What follows belongs to an exercise in optimizing a design on an open flow for small area and a short achievable clock period; a production flow would make more cautious choices. Function was checked by simulation only, so behaviour that the tests miss may differ from the original.

## sprite_addr_gen
module sprite_addr_gen #(
  parameter  int N_SPRITES = 4,
  parameter  int COORD_W   = 10,
  parameter  int ADDR_W    = 20,
  parameter  int FRAME_W   = 4,
  parameter  int ANIM_DIV  = 8,
  localparam int ID_W      = (N_SPRITES > 1) ? $clog2(N_SPRITES) : 1
) (
  input  logic                           frame_Clk,
  input  logic                           Reset,
  input  logic [COORD_W-1:0]             DrawX,
  input  logic [COORD_W-1:0]             DrawY,
  input  logic                           vsync_tick,
  input  logic [N_SPRITES-1:0]           anim_enable,
  input  logic [N_SPRITES-1:0]           anim_restart,
  input  logic [N_SPRITES-1:0]           sprite_flip,
  input  logic [N_SPRITES*COORD_W-1:0]   sprite_X,
  input  logic [N_SPRITES*COORD_W-1:0]   sprite_Y,
  input  logic [N_SPRITES*COORD_W-1:0]   sprite_W,
  input  logic [N_SPRITES*COORD_W-1:0]   sprite_H,
  input  logic [N_SPRITES*ADDR_W-1:0]    base_addr,
  input  logic [N_SPRITES*FRAME_W-1:0]   frame_count,
  output logic                           sprite_on,
  output logic [ID_W-1:0]                sprite_id,
  output logic [ADDR_W-1:0]              spriteAddress,
  output logic [N_SPRITES*FRAME_W-1:0]   frame_idx
);
  localparam int                DIV_W    = (ANIM_DIV > 1) ? $clog2(ANIM_DIV) : 1;
  localparam logic [DIV_W-1:0]  DIV_LAST = DIV_W'(ANIM_DIV - 1);
  logic [DIV_W-1:0]           div_cnt;
  logic                       advance;
  logic [N_SPRITES*FRAME_W-1:0] frame_q;
  logic                       any_hit;
  logic [ID_W-1:0]            win_id;
  logic [ADDR_W-1:0]          win_addr;
  assign advance = vsync_tick && (div_cnt == DIV_LAST);
  always_ff @(posedge frame_Clk) begin
    if (Reset) begin
      div_cnt <= '0;
    end else if (vsync_tick) begin
      div_cnt <= advance ? '0 : div_cnt + DIV_W'(1);
    end
  end
  for (genvar i = 0; i < N_SPRITES; i++) begin : g_chan
    logic [FRAME_W-1:0] count, eff_count, fq;
    logic [FRAME_W:0]   frame_inc;
  ...
Size: about 2000 cells after synthesis, ~42 flip-flops, roughly 330 I/O pins, ~14000 µm² of cells after synthesis.
export LEC_CHECK = 0
export ABC_AREA = 1
export CAP_MARGIN = 5
export CORE_MARGIN = 2
export CORE_UTILIZATION = 40
export SETUP_SLACK_MARGIN = 2
export SLEW_MARGIN = 5
export TNS_END_PERCENT = 10
create_clock -name core_clock -period 12.0 [get_ports {frame_Clk}]
standard.sh (not shown) runs the stock make flow with config.mk's settings and CLKGATE_MAP_FILE= SYNTH_SCRIPT=/design/flow/synth_recipe.tcl, a recipe that flattens the netlist after the stock synthesis.
==> flow/flow/run.sh <==
#!/bin/bash
# Standard ORFS layout (the standard.sh, standard synthesis unchanged), except that the
# port buffers that placement inserts on every input and output use sky130_fd_sc_hd__buf_1
# instead of the tool's default pick (clkdlybuf4s50_1, a slow delay cell).
# Each make step's full output goes to its own log in this folder; ORFS's per-step logs stay
# under orfs/logs/.
set -euo pipefail
bash standard.sh synth > synth.log 2>&1
bash standard.sh BUFFER_PORTS_ARGS="-buffer_cell sky130_fd_sc_hd__buf_1" finish > layout.log 2>&1
Edit:
--- a/flow/config.mk
+++ b/flow/config.mk
@@ -7,8 +7,7 @@
 export LEC_CHECK = 0
 export ABC_AREA = 1
-export CAP_MARGIN = 5
+export CAP_MARGIN = 20
 export CORE_MARGIN = 2
-export CORE_UTILIZATION = 40
+export CORE_UTILIZATION = 55
 export SETUP_SLACK_MARGIN = 2
-export SLEW_MARGIN = 5
-export TNS_END_PERCENT = 10
+export SLEW_MARGIN = 20
Result: The new run went through all stages and came out clean; global-route usage increases by 5.8 points; hold slack improved by 6.9 ps; fmax drops by 0.67%; cell count shrinks by 3.0%; non-clock buffer count rose by 40; final area goes up by 3.7%; area after synthesis does not change; routed wire length fell by 11%.
Edit:
--- a/flow/config.mk
+++ b/flow/config.mk
@@ -9,5 +9,6 @@
 export CAP_MARGIN = 20
 export CORE_MARGIN = 2
-export CORE_UTILIZATION = 55
+export CORE_UTILIZATION = 33
 export SETUP_SLACK_MARGIN = 2
 export SLEW_MARGIN = 20
+export TNS_END_PERCENT = 10
The new run went through all stages and came out clean; via count drops by 3.6%; clock-buffer cell count stays the same; global-route usage drops by 11 points.


Starting RTL as in the previous note.
Settings: LEC_CHECK=0, ABC_AREA=1, CAP_MARGIN=20, CORE_MARGIN=2, CORE_UTILIZATION=47, SETUP_SLACK_MARGIN=2, SLEW_MARGIN=20, TNS_END_PERCENT=10; clock period 12.0 ns.
Scripts as last shown in full above: flow/flow/run.sh
The first run completed without violations.
==> next run, changes <==
--- a/flow/config.mk
+++ b/flow/config.mk
@@ -11 +11 @@
-export CORE_UTILIZATION = 47
+export CORE_UTILIZATION = 40
@@ -14 +13,0 @@
-export TNS_END_PERCENT = 10
Effect: Worst setup slack gains 0.25 ns; area after synthesis stays the same; die area grows by 17%; cell area decreases by 2.1%; clock skew rose by 0.0069 ns; global-route usage is lower by 7.9 points.


Starting RTL as in the previous note.
Settings: LEC_CHECK=0, ABC_AREA=1, CAP_MARGIN=20, CORE_MARGIN=2, CORE_UTILIZATION=40, SETUP_SLACK_MARGIN=2, SLEW_MARGIN=20, TNS_END_PERCENT=10; clock period 12.0 ns.
Scripts as last shown in full above: flow/flow/run.sh
The first run finished with timing, DRC and antenna clean.
==> next run, changes <==
Settings changed: GPL_TIMING_DRIVEN set to 0.
After rerunning: The changed run produced a clean layout. Utilization goes down by 0.42 points. Die area stays the same. Hold slack stays flat. Sequential share of layout area barely changes. First-iteration DRC count went up by 2.4%. Area after synthesis does not change. Register-to-register slack degrades by 0.25 ns.
==> next run, changes <==
Settings changed: GPL_TIMING_DRIVEN 0 to unset, TNS_END_PERCENT 10 to 5.
What happened: Global-route usage fell by 1.3 points; final cell count does not change; core utilization rose by 0.42 points; fmax rose by 5.7%; routed wire length fell by about 5.5%; worst setup slack is better by 0.61 ns; clock-buffer cell count does not change; design area rose by 0.84%; area after synthesis stays the same.


== xenon ==
Starting RTL as in the previous note.
Settings: LEC_CHECK=0, ABC_AREA=1, CAP_MARGIN=20, CORE_MARGIN=2, CORE_UTILIZATION=40, SETUP_SLACK_MARGIN=3, SLEW_MARGIN=20, TNS_END_PERCENT=10; clock period 12.0 ns.
Scripts as last shown in full above: flow/flow/run.sh
Changes in nickel relative to xenon:
Settings: swapping 3 for 2 in SETUP_SLACK_MARGIN.
==> flow/flow/run.sh <==
#!/bin/bash
# Standard ORFS layout (the standard.sh, standard synthesis unchanged), except that:
#  - the port buffers that placement inserts on every input and output use
#    sky130_fd_sc_hd__buf_1 instead of the tool's default pick (clkdlybuf4s50_1);
#  - after global routing, ORFS's power-recovery step (repair_timing -recover_power)
#    downsizes gates off the critical paths.
# Each make step's full output goes to its own log in this folder; ORFS's per-step logs
# stay under orfs/logs/.
set -euo pipefail
bash standard.sh synth > synth.log 2>&1
bash standard.sh BUFFER_PORTS_ARGS="-buffer_cell sky130_fd_sc_hd__buf_1" RECOVER_POWER=100 finish > layout.log 2>&1
[summary]
For critical path depth, dividing the value from xenon by the value from nickel gives 1.3. xenon → nickel: worst endpoint required time moved down; worst setup slack moved down. There was hardly any difference in sequential portion of the cell area between xenon and nickel.

-- afterwards: timing with drivers on the ports --
In the flow no input, the clock included, has a driving cell. The finished layouts below were timed again as built, in two steps.
Step 1 assumes that a clkbuf_16 drives the clock port and a buf_2 every other input.
Step 2 also shifts input and output timing later by t, the mid clock arrival at the registers, as if the neighbouring blocks saw the same clock.
a / b / c = ideal ports / drivers / drivers and shift; a / b = the first two.
| run | shift t [ns] | slack for setup (ns) | worst setup path after step 2 |
|---|---|---|---|
| the first run of note 1 | 0.316 | 1.226 / 1.240 / 0.924 | input to register |
| the second run of note 1 | 0.332 | 1.153 / 1.153 / 0.821 | input to register |
| the third run of note 1 | 0.318 | 1.176 / 1.190 / 0.872 | input to register |
| the first run of note 2 | 0.325 | 0.991 / 0.963 / 0.638 | input to register |
| the second run of note 2 | 0.325 | 1.241 / 1.211 / 0.886 | input to register |
| the first run of note 3 | 0.320 | 1.206 / 1.220 / 0.901 | input to register |
| the second run of note 3 | 0.322 | 0.596 / 0.607 / 0.286 | input to register |
| the third run of note 3 | 0.320 | 1.206 / 1.220 / 0.901 | input to register |
| xenon | 0.320 | 1.206 / 1.220 / 0.901 | input to register |
| nickel | 0.320 | 0.849 / 0.863 / 0.544 | input to register |
After both steps every run listed still meets setup and hold. The setup slack of the second run of note 2, which loses most, moves by -0.030 ns with the drivers and by -0.355 ns with both steps.
